This is an optimization exercise on Yosys and OpenROAD, whose aim is small area, a short achievable clock period and few clock cycles, not a production implementation.
No activity file was given, so power comes from the tool's default toggle rates.

==> job 4542: inputs <==
==> flow/design.v <==
package ngp_pkg;
  localparam logic [7:0] CHAR_SPACE = 8'h20;
  localparam logic [7:0] CHAR_NL    = 8'h0A;
  localparam logic [7:0] CHAR_POINT = 8'h2E;
  localparam logic [7:0] SEP_RESET  = 8'd44;
  localparam logic [29:0] LAT_MAX = 30'd900000000;
  localparam logic [30:0] LON_MAX = 31'd1800000000;
endpackage
import ngp_pkg::*;
module nmea_gga_position_parser (
  input  logic        clk_i,
  input  logic        rst_ni,
  input  logic        in_valid_i,
  output logic        in_stall_o,
  input  logic [7:0]  rx_byte_i,
  output logic        out_valid_o,
  input  logic        out_stall_i,
  output logic [29:0] lat_e7_o,
  output logic [30:0] lon_e7_o,
  output logic        lat_ok_o,
  output logic        lon_ok_o,
  input  logic        cfg_valid_i,
  output logic        cfg_ready_o,
  input  logic [7:0]  cfg_field_separator_i
);
  function automatic logic [3:0] b_tab(input logic [1:0] r, input logic [3:0] t);
    case ({r, t})
      6'd0: b_tab = 4'd0;
      6'd1: b_tab = 4'd1;
      6'd2: b_tab = 4'd3;
      6'd3: b_tab = 4'd5;
      6'd4: b_tab = 4'd6;
      6'd5: b_tab = 4'd8;
      6'd6: b_tab = 4'd0;
      6'd7: b_tab = 4'd1;
      6'd8: b_tab = 4'd3;
      6'd9: b_tab = 4'd5;
      6'd16: b_tab = 4'd3;
      6'd17: b_tab = 4'd5;
      6'd18: b_tab = 4'd6;
      6'd19: b_tab = 4'd8;
      6'd20: b_tab = 4'd0;
      6'd21: b_tab = 4'd1;
      6'd22: b_tab = 4'd3;
      6'd23: b_tab = 4'd5;
      6'd24: b_tab = 4'd6;
      6'd25: b_tab = 4'd8;
      6'd32: b_tab = 4'd6;
      6'd33: b_tab = 4'd8;
      6'd34: b_tab = 4'd0;
      6'd35: b_tab = 4'd1;
      6'd36: b_tab = 4'd3;
      6'd37: b_tab = 4'd5;
      6'd38: b_tab = 4'd6;
      6'd39: b_tab = 4'd8;
      6'd40: b_tab = 4'd0;
      6'd41: b_tab = 4'd1;
      default: b_tab = 4'd0;
    endcase
  endfunction
  function automatic logic [1:0] a_tab(input logic [1:0] r, input logic [3:0] t);
    case (r)
      2'd0:    a_tab = {1'b0, t >= 4'd6};
      2'd1:    a_tab = {1'b0, t >= 4'd4};
      default: a_tab = (t >= 4'd8) ? 2'd2 : {1'b0, t >= 4'd2};
    endcase
  endfunction
  function automatic logic [1:0] rem_next(input logic [1:0] r, input logic [3:0] t);
    case ({r, t})
      6'd0: rem_next = 2'd0;
      6'd1: rem_next = 2'd2;
      6'd2: rem_next = 2'd1;
      6'd3: rem_next = 2'd0;
      6'd4: rem_next = 2'd2;
      6'd5: rem_next = 2'd1;
      6'd6: rem_next = 2'd0;
      6'd7: rem_next = 2'd2;
      6'd8: rem_next = 2'd1;
      6'd9: rem_next = 2'd0;
      6'd16: rem_next = 2'd1;
      6'd17: rem_next = 2'd0;
      6'd18: rem_next = 2'd2;
      6'd19: rem_next = 2'd1;
      6'd20: rem_next = 2'd0;
      6'd21: rem_next = 2'd2;
      6'd22: rem_next = 2'd1;
      6'd23: rem_next = 2'd0;
      6'd24: rem_next = 2'd2;
      6'd25: rem_next = 2'd1;
      6'd32: rem_next = 2'd2;
      6'd33: rem_next = 2'd1;
      6'd34: rem_next = 2'd0;
      6'd35: rem_next = 2'd2;
      6'd36: rem_next = 2'd1;
      6'd37: rem_next = 2'd0;
      6'd38: rem_next = 2'd2;
      6'd39: rem_next = 2'd1;
      6'd40: rem_next = 2'd0;
      6'd41: rem_next = 2'd2;
      default: rem_next = 2'd0;
    endcase
  endfunction
  function automatic logic [7:0] hdr_char(input logic [2:0] pos);
    case (pos)
      3'd1:    hdr_char = 8'h47;   
      3'd2:    hdr_char = 8'h50;   
      3'd3:    hdr_char = 8'h47;   
      3'd4:    hdr_char = 8'h47;   
      3'd5:    hdr_char = 8'h41;   
      default: hdr_char = 8'h00;
    endcase
  endfunction
  logic [7:0]  sep_q;
  logic        stall_q, stall_d;
  logic        vld_q;
  logic [7:0]  byte_q;
  logic [2:0]  pos_q, pos_d;      
  logic        hdr_q, hdr_d;
  logic        body_q, col2_q;     
  logic [2:0]  fld_q, fld_d;      
  logic        pt_q, pt_d;
  logic        dig_q, dig_d;
  logic        bad_q, bad_d;
  logic [3:0]  t_q, t_d;
  logic [3:0]  u_q, u_d;
  logic [2:0]  n_q, n_d;          
  logic [1:0]  r_q, r_d;
  logic [1:0]  r1_q;             
  logic        big_q, big_d;
  logic [2:0]  ix_q;              
  logic        iy_q, iz_q;
  logic        pad_q, pad_d;
  logic        ptgt_q, ptgt_d;
  logic [29:0] lat_q, lat_d;
  logic [30:0] lon_q, lon_d;
  logic        latok_q, latok_d;
  logic        lonok_q, lonok_d;
  logic        emit_q, emit_d;
  logic        ov_q, ov_d;
  assign cfg_ready_o = 1'b1;
  always_ff @(posedge clk_i or negedge rst_ni) begin
    if (!rst_ni) begin
      sep_q <= SEP_RESET;
    end else if (cfg_valid_i) begin
      sep_q <= cfg_field_separator_i;
    end
  end
  logic take;
  assign take = in_valid_i && !stall_q;
  logic c_nl_q, c_sep_q, c_pt_q, c_dig_q;
  always_ff @(posedge clk_i or negedge rst_ni) begin
    if (!rst_ni) begin
      vld_q <= 1'b0;
    end else begin
      vld_q <= take && (rx_byte_i != CHAR_SPACE);
    end
  end
  always_ff @(posedge clk_i) begin
    byte_q  <= rx_byte_i;
    c_nl_q  <= rx_byte_i == CHAR_NL;
    c_sep_q <= rx_byte_i == sep_q;
    c_pt_q  <= rx_byte_i == CHAR_POINT;
    c_dig_q <= (rx_byte_i[7:4] == 4'h3) && (rx_byte_i[3:0] <= 4'd9);
  end
  logic       ch, is_nl, is_sep, is_pt, is_dig;
  logic [3:0] dgt;
  assign ch     = vld_q;
  assign is_nl  = c_nl_q;
  assign is_sep = c_sep_q;
  assign is_pt  = c_pt_q;
  assign is_dig = c_dig_q;
  assign dgt    = byte_q[3:0];
  logic body, tfld, ftgt;
  logic ev_nl, ev_c, ev_sep, ev_fc, ev_close, ev_clr;
  logic ok_close, match, emit_now;
  assign body  = body_q;
  assign tfld  = fld_q[0];   
  assign ftgt  = fld_q[1];
  assign ev_nl    = ch && is_nl;
  assign ev_c     = ch && !is_nl;
  assign ev_sep   = ev_c && body && is_sep;
  assign ev_fc    = ev_c && body && !is_sep && tfld;
  assign ev_close = ((ev_c && is_sep) || ev_nl) && body && tfld;
  assign ev_clr   = ev_c && col2_q;
  assign ok_close = dig_q && pt_q && !bad_q;
  assign match    = hdr_q && (pos_q >= 3'd6);
  assign emit_now = ev_nl && match;
  logic [30:0] hsum;
  logic [7:0]  pinc;
  logic        int_dig, frac_dig, pt_step, big_det, close_step, hwr, lat_last;
  assign hsum = {lon_q[27:0], ix_q} + {lon_q[29:0], iy_q} + 31'(iz_q);
  assign pinc = lon_q[7:0] + 8'(t_q >= 4'd6);
  assign int_dig    = ev_fc && is_dig && !pt_q && !big_q;
  assign frac_dig   = ev_fc && is_dig && pt_q && !big_q && (n_q <= 3'd4);
  assign pt_step    = ev_fc && is_pt && !pt_q && !big_q;
  assign big_det    = (int_dig && (ftgt ? (lon_q[7:0] >= 8'd18) : (lon_q[7:0] >= 8'd9))) ||
                      (pt_step && (t_q >= 4'd6) &&
                       (ftgt ? (lon_q[7:0] == 8'd179) : (lon_q[7:0] == 8'd89)));
  assign close_step = ev_close && ok_close && !big_q;
  assign hwr        = (int_dig && !big_det) || frac_dig || close_step || pad_q;
  assign lat_last   = pad_q && (n_q == 3'd6) && !ptgt_q;
  logic go;
  always_comb begin
    pos_d   = pos_q;
    hdr_d   = hdr_q;
    fld_d   = fld_q;
    pt_d    = pt_q;
    dig_d   = dig_q;
    bad_d   = bad_q;
    t_d     = t_q;
    u_d     = u_q;
    n_d     = n_q;
    r_d     = r_q;
    big_d   = big_q;
    pad_d   = pad_q;
    ptgt_d  = ptgt_q;
    lat_d   = lat_q;
    lon_d   = lon_q;
    latok_d = latok_q;
    lonok_d = lonok_q;
    if (pad_q) begin
      n_d = n_q + 3'd1;
      r_d = r1_q;
      t_d = u_q;
      u_d = '0;
      if (n_q == 3'd6) begin
        pad_d = 1'b0;
        n_d   = '0;
        r_d   = '0;
      end
    end
    if (ev_nl) begin
      pos_d = '0;
      hdr_d = 1'b1;
      fld_d = '0;
    end
    if (ev_c) begin
      if (pos_q != 3'd7) pos_d = pos_q + 3'd1;
      if ((pos_q >= 3'd1) && (pos_q <= 3'd5) && (byte_q != hdr_char(pos_q))) hdr_d = 1'b0;
    end
    if (ev_fc) begin
      if (is_pt) begin
        bad_d = bad_q || pt_q;
        pt_d  = 1'b1;
        if (big_det) big_d = 1'b1;
      end else if (is_dig) begin
        dig_d = 1'b1;
        if (!pt_q) begin
          t_d = u_q;
          u_d = dgt;
          if (big_det) big_d = 1'b1;
        end else if (frac_dig) begin
          n_d = n_q + 3'd1;
          r_d = r1_q;
          t_d = u_q;
          u_d = dgt;
        end
      end else begin
        bad_d = 1'b1;
      end
    end
    if (ev_close) begin
      if (close_step) begin
        n_d    = n_q + 3'd1;
        r_d    = r1_q;
        t_d    = u_q;
        u_d    = '0;
        pad_d  = 1'b1;
        ptgt_d = ftgt;
      end else begin
        n_d   = '0;
        r_d   = '0;
        big_d = 1'b0;
      end
      if (ftgt) lonok_d = ok_close;
      else      latok_d = ok_close;
    end
    if (ev_sep) begin
      if (fld_q != 3'd4) fld_d = fld_q + 3'd1;
      pt_d  = 1'b0;
      dig_d = 1'b0;
      bad_d = 1'b0;
      if (!close_step && !pad_q) begin
        t_d = '0;
        u_d = '0;
      end
    end
    if (hwr) lon_d = hsum;
    if (pt_step && !big_det) lon_d = 31'(pinc);
    if (ev_close && !close_step) begin
      if (ftgt) begin
        lon_d = ok_close ? LON_MAX : 31'd0;
      end else begin
        lat_d = ok_close ? LAT_MAX : 30'd0;
        lon_d = '0;
      end
    end
    if (lat_last) begin
      lat_d = hsum[29:0];
      lon_d = '0;
    end
    if (ev_clr) begin
      lat_d   = '0;
      lon_d   = '0;
      latok_d = 1'b0;
      lonok_d = 1'b0;
      pad_d   = 1'b0;
      t_d     = '0;
      u_d     = '0;
      n_d     = '0;
      r_d     = '0;
      big_d   = 1'b0;
    end
  end
  logic [1:0] r1, r2;
  assign r1 = r1_q;
  logic [3:0] bu, inj_dig, inj_zero, inj_pt, inj_cur, inj_d;
  assign r2       = rem_next(r1, u_q);
  assign bu       = b_tab(r1, u_q);
  assign inj_dig  = bu + 4'(a_tab(r2, dgt));
  assign inj_zero = bu;
  assign inj_pt   = b_tab(2'd0, t_q) + 4'(a_tab(rem_next(2'd0, t_q), u_q));
  assign inj_cur  = iy_q ? {3'b100, iz_q} : {1'b0, ix_q};
  always_comb begin
    if (!(pt_d || pad_d)) begin
      inj_d = t_d;
    end else if (ev_clr || (pad_q && (n_q == 3'd6))) begin
      inj_d = 4'd0;
    end else if (frac_dig) begin
      inj_d = inj_dig;
    end else if (close_step || pad_q) begin
      inj_d = inj_zero;
    end else if (pt_step) begin
      inj_d = inj_pt;
    end else begin
      inj_d = inj_cur;
    end
  end
  assign go     = (emit_now || emit_q) && !pad_q && !close_step;
  assign ov_d   = (ov_q && out_stall_i) || go;
  assign emit_d = (emit_now || emit_q) && !go;
  logic next_sep;
  assign next_sep = take && (rx_byte_i == sep_q) && (rx_byte_i != CHAR_SPACE);
  assign stall_d  = ((ov_d || emit_d) && (pos_d != 3'd0)) ||
                    (pad_d && (n_d <= 3'd5) && ((fld_d == 3'd3) || ((fld_d == 3'd2) && next_sep)));
  always_ff @(posedge clk_i or negedge rst_ni) begin
    if (!rst_ni) begin
      stall_q <= 1'b0;
      pos_q   <= '0;
      body_q  <= 1'b0;
      col2_q  <= 1'b0;
      hdr_q   <= 1'b1;
      fld_q   <= '0;
      pad_q   <= 1'b0;
      emit_q  <= 1'b0;
      ov_q    <= 1'b0;
    end else begin
      stall_q <= stall_d;
      pos_q   <= pos_d;
      body_q  <= pos_d == 3'd7;
      col2_q  <= pos_d == 3'd2;
      hdr_q   <= hdr_d;
      fld_q   <= fld_d;
      pad_q   <= pad_d;
      emit_q  <= emit_d;
      ov_q    <= ov_d;
    end
  end
  always_ff @(posedge clk_i) begin
    pt_q    <= pt_d;
    dig_q   <= dig_d;
    bad_q   <= bad_d;
    t_q     <= t_d;
    u_q     <= u_d;
    n_q     <= n_d;
    r_q     <= r_d;
    r1_q    <= rem_next(r_d, t_d);
    big_q   <= big_d;
    ix_q    <= (inj_d >= 4'd8) ? 3'd7 : inj_d[2:0];
    iy_q    <= inj_d >= 4'd8;
    iz_q    <= inj_d == 4'd9;
    ptgt_q  <= ptgt_d;
    lat_q   <= lat_d;
    lon_q   <= lon_d;
    latok_q <= latok_d;
    lonok_q <= lonok_d;
  end
  assign in_stall_o  = stall_q;
  assign out_valid_o = ov_q;
  assign lat_e7_o    = lat_q;
  assign lon_e7_o    = lon_q;
  assign lat_ok_o    = latok_q;
  assign lon_ok_o    = lonok_q;
endmodule
==> flow/flow/run.sh <==
#!/bin/bash
# Standard layout, but the port buffers are buf_2 cells instead of the
# default pick, which is a slow delay buffer.
set -euo pipefail
export BUFFER_PORTS_ARGS="-buffer_cell sky130_fd_sc_hd__buf_2"
bash standard.sh > standard.log 2>&1
==> flow/standard.sh <==
#!/bin/bash
# synth_recipe.tcl (not shown) runs the flow's synth.tcl, then flattens the netlist and writes it again
# the make line also repeats each setting of config.mk as NAME=value (left out here)
make -C /OpenROAD-flow-scripts/flow DESIGN_CONFIG=/design/flow/config.mk WORK_HOME=/design/flow/orfs CLKGATE_MAP_FILE= SYNTH_SCRIPT=/design/flow/synth_recipe.tcl "${@:-finish}"
==> flow/config.mk <==
export PLATFORM = sky130hd
export DESIGN_NAME = nmea_gga_position_parser
export DESIGN_NICKNAME = nmea_gga_position_parser
export VERILOG_FILES = /design/flow/design.v
export SDC_FILE = /design/flow/constraint.sdc
export NUM_CORES = 4
export LEC_CHECK = 0
export CAP_MARGIN = 20
export CORE_MARGIN = 2
export CORE_UTILIZATION = 55
export SETUP_SLACK_MARGIN = 5
export SLEW_MARGIN = 20
==> flow/constraint.sdc <==
create_clock -name core_clock -period 7.5 [get_ports {clk_i}]
set_input_delay 1.5000 -clock core_clock [delete_from_list [all_inputs] [get_ports {clk_i}]]
set_output_delay 1.5000 -clock core_clock [all_outputs]
set_load 0.01 [all_outputs]
==> job 1542: changes against job 4542 <==
- SETUP_SLACK_MARGIN: 5 -> 4.5
==> comparison table <==
Run status: job 1542 complete, no violations; job 4542 complete, no violations
Power Sequential: job 1542 0.752 mW; job 4542 0.755 mW
Share of cells above drive strength 1: job 1542 0.220; job 4542 0.300
Routed met1 length: job 1542 9480 um; job 4542 9210 um
Critical path capture point: job 1542 iz_q; job 4542 lon_q[30]
Number of nets in the layout: job 1542 1093; job 4542 1114
Required time worst endpoint: job 1542 7.82 ns; job 4542 7.85 ns
Largest driver fanout on the critical path: job 1542 4; job 4542 3
Wire length of the first global-routing pass: job 1542 34500 um; job 4542 35200 um
Pwr dens: job 1542 212 nW/um^2; job 4542 197 nW/um^2
Number of post-CTS setup repair buffers: job 1542 8; job 4542 23
Clock Latency Late Sink: job 1542 0.42 ns; job 4542 0.43 ns
Worst voltage drop across the vdd grid: job 1542 200 uV; job 4542 217 uV
Sequential cell area share: job 1542 0.292; job 4542 0.280
Power attributed to combinational cells: job 1542 0.394 mW; job 4542 0.402 mW
Capture endpoint of the worst hold path: job 1542 vld_q; job 4542 hdr_q
Post-route cell area: job 1542 9300 um^2; job 4542 9890 um^2
Routed length on met3: job 1542 1040 um; job 4542 1160 um
Area after detailed placement: job 1542 8350 um^2; job 4542 8430 um^2
No functional check of the RTL was part of any run of this note.

[port drivers added, routing unchanged]
The results above use ideal ports. As a check the final layouts listed here were re-extracted and re-timed, cells and wires unchanged. Step 1, drivers: a clkbuf_16 drives clk_i and a buf_2 each remaining input, both assumed. Step 2 adds t to the input delays and takes it off the output delays; t is the mean of the earliest and latest rising clock arrival at the registers after step 1. Input paths then give back, and output paths get back, about the clock's delay inside the block. Three values: ideal, step 1, step 2; two values: the first two.
run	t (ns)	slack for setup (ns)	worst register clock-pin slew, ns	worst slew at a driven data input, ns
job 4542	0.463	4.478 / 4.478 / 4.478	0.06 / 0.06	0.03
job 1542	0.464	4.500 / 4.500 / 4.500	0.06 / 0.06	0.03
After both steps every run listed still meets setup and hold.
